From an optimization exercise on the open Yosys and OpenROAD flow, aimed at small area and a short achievable clock period; shortcuts taken in it are not production practice.
Only simulation tests tie the RTL to the original design; equivalence was not proved.
Power and IR drop assume default switching activity.

==> flow/design.v (excerpt) <==
module branchUnit #(
    parameter int rsSize = rsPkg::defaultRsSize
) (
    input  logic                          clk,
    input  logic                          rst,
    input  logic                          dispatchEn,
    input  logic [isaPkg::opWidth-1:0]    dispatchOp,
    input  logic [isaPkg::dataWidth-1:0]  dispatchDataO,
    input  logic [isaPkg::dataWidth-1:0]  dispatchDataT,
    input  logic [rsPkg::tagWidth-1:0]    dispatchTagO,
    input  logic [rsPkg::tagWidth-1:0]    dispatchTagT,
    input  logic [isaPkg::dataWidth-1:0]  dispatchImm,
    input  logic [isaPkg::addrWidth-1:0]  dispatchPc,
    input  logic [rsPkg::tagWidth-1:0]    dispatchDest,
    input  logic                          aluWrtEn,
    input  logic [rsPkg::tagWidth-1:0]    aluTag,
    input  logic [isaPkg::dataWidth-1:0]  aluData,
    input  logic                          lsWrtEn,
    input  logic [rsPkg::tagWidth-1:0]    lsTag,
    input  logic [isaPkg::dataWidth-1:0]  lsData,
    output logic [rsSize-1:0]             freeSlots,
    output logic                          resultValid,
    output logic [rsPkg::tagWidth-1:0]    resultTag,
    output logic                          resultTaken,
    output logic [isaPkg::addrWidth-1:0]  resultTarget,
    output logic [isaPkg::addrWidth-1:0]  resultLink
);
==> flow/config.mk <==
export PLATFORM = sky130hd
export DESIGN_NAME = branchUnit
export DESIGN_NICKNAME = branchUnit
export VERILOG_FILES = /design/flow/design.v
export SDC_FILE = /design/flow/constraint.sdc
export NUM_CORES = 4
export LEC_CHECK = 0
export CAP_MARGIN = 20
export CORE_MARGIN = 2
export CORE_UTILIZATION = 55
export SETUP_SLACK_MARGIN = 3.0
export SLEW_MARGIN = 20
==> flow/constraint.sdc <==
create_clock -name core_clock -period 6.0 [get_ports {clk}]
set_input_delay 1.2000 -clock core_clock [delete_from_list [all_inputs] [get_ports {clk}]]
set_output_delay 1.2000 -clock core_clock [all_outputs]
set_load 0.01 [all_outputs]
run.sh (not shown) runs the stock make flow with config.mk's settings and CLKGATE_MAP_FILE= SYNTH_SCRIPT=/design/flow/synth_recipe.tcl, a recipe that flattens the netlist after the stock synthesis.
Rerun with:
ABC_CLOCK_PERIOD_IN_PS = 3000   (was not set)
SETUP_SLACK_MARGIN = 2.5   (was 3.0)
Result: The changed run finished with timing, DRC and antenna clean; final area came out lower by 6.8%; fmax came out lower by 2.1%; die area does not change; worst hold slack is better by 5.9 ps; sequential share of layout area came out higher by 3.0 points; clock skew came out higher by 5.5 ps; sequential power barely changes; setup slack is worse by 74 ps; routed wire length came out lower by 10%; synthesized cell count does not change; clock power barely changes.

---

== main ==
Another version of the RTL of branchUnit (not shown whole).
Size in the first run: ~660 flip-flops, roughly 0.031 mm^2 of cells after synthesis.
// branchUnit
module branchUnit #(
    parameter int rsSize = rsPkg::defaultRsSize
) (
    input  logic                          clk,
    input  logic                          rst,
    input  logic                          dispatchEn,
    input  logic [isaPkg::opWidth-1:0]    dispatchOp,
    input  logic [isaPkg::dataWidth-1:0]  dispatchDataO,
    input  logic [isaPkg::dataWidth-1:0]  dispatchDataT,
    input  logic [rsPkg::tagWidth-1:0]    dispatchTagO,
    input  logic [rsPkg::tagWidth-1:0]    dispatchTagT,
    input  logic [isaPkg::dataWidth-1:0]  dispatchImm,
    input  logic [isaPkg::addrWidth-1:0]  dispatchPc,
    input  logic [rsPkg::tagWidth-1:0]    dispatchDest,
    input  logic                          aluWrtEn,
    input  logic [rsPkg::tagWidth-1:0]    aluTag,
    input  logic [isaPkg::dataWidth-1:0]  aluData,
    input  logic                          lsWrtEn,
    input  logic [rsPkg::tagWidth-1:0]    lsTag,
    input  logic [isaPkg::dataWidth-1:0]  lsData,
    output logic [rsSize-1:0]             freeSlots,
    output logic                          resultValid,
    output logic [rsPkg::tagWidth-1:0]    resultTag,
    output logic                          resultTaken,
    output logic [isaPkg::addrWidth-1:0]  resultTarget,
    output logic [isaPkg::addrWidth-1:0]  resultLink
);
clock: 6.0 ns
lec_check: 0
abc_clock_period_in_ps: 3000
cap_margin: 20
core_margin: 2
core_utilization: 45
setup_slack_margin: 2.5
slew_margin: 20
standard.sh (not shown) runs the stock make flow with config.mk's settings and CLKGATE_MAP_FILE= SYNTH_SCRIPT=/design/flow/synth_recipe.tcl, a recipe that flattens the netlist after the stock synthesis.
==> flow/flow/run.sh <==
#!/bin/bash
# Standard ORFS layout with two changes: the port buffers are the smallest
# plain buffer (buf_1, upsized by repair where timing needs it) instead of a
# delay cell, and CTS uses clkbuf_8 without dummy loads.
set -euo pipefail
bash standard.sh \
  "BUFFER_PORTS_ARGS=-buffer_cell sky130_fd_sc_hd__buf_1" \
  "CTS_ARGS=-sink_clustering_enable -repair_clock_nets -dont_use_dummy_load -buf_list sky130_fd_sc_hd__clkbuf_8" \
  finish > flow.log 2>&1
main: full flow OK, the timing, DRC and antenna checks passed
> inputs changed (main -> the feature branch)
- changing SETUP_SLACK_MARGIN from 2.5 to 2.8
--- outcome ---
- The feature branch did not stop at any stage, and its layout met the timing, DRC and antenna checks.
- Looking at the reports, main completed the entire flow and the layout it produced met the timing, DRC and antenna checks.
- Compared with main, the router placed more vias in the feature branch.
- Diff main -> the feature branch: initial antenna violation count now smaller; power share of the sequential group fell by 0.7 points.
- Diff the feature branch and main: critical path buffer and inverter count higher in main
- Compared the feature branch vs main, and worst setup slack after placement is down in the feature branch.
- Layout filler cell count (lower): the feature branch
- The post-detailed-placement half-perimeter wirelength reported for the feature branch is greater than that of main by about 1.4%.
- Post-detailed-routing wire length (main / the feature branch): 0.916
- The feature branch -> main: number of enable flip-flop cells after synthesis flat

static timing again, ports no longer ideal:
Ports are ideal in the flow. The routed layouts listed here were re-timed in OpenROAD.
Step 1 sets driving cells, clkbuf_16 on the clock port and buf_2 on the other inputs (assumed; they add their load-dependent delay and slew).
Step 2 also shifts input and output timing later by t, the mid clock arrival at the registers, as if the neighbouring blocks saw the same clock.
Slacks: ideal ports / drivers / drivers and shift; pairs: ideal ports / drivers.
run	t (ns)	setup slack, ns	worst setup path at the end	slew at the worst register clock pin (ns)
the first run of note 1	0.684	2.537 / 2.537 / 2.289	input to register	0.07 / 0.07
the second run of note 1	0.692	2.463 / 2.463 / 1.841	input to register	0.06 / 0.06
main	0.766	2.467 / 2.467 / 1.751	input to register	0.07 / 0.07
the feature branch	0.756	2.513 / 2.513 / 2.107	input to register	0.06 / 0.06
After both steps setup and hold are still met in every run listed. The setup slack of main, which loses most, moves by 0.000 ns with the drivers and by -0.716 ns with both steps.
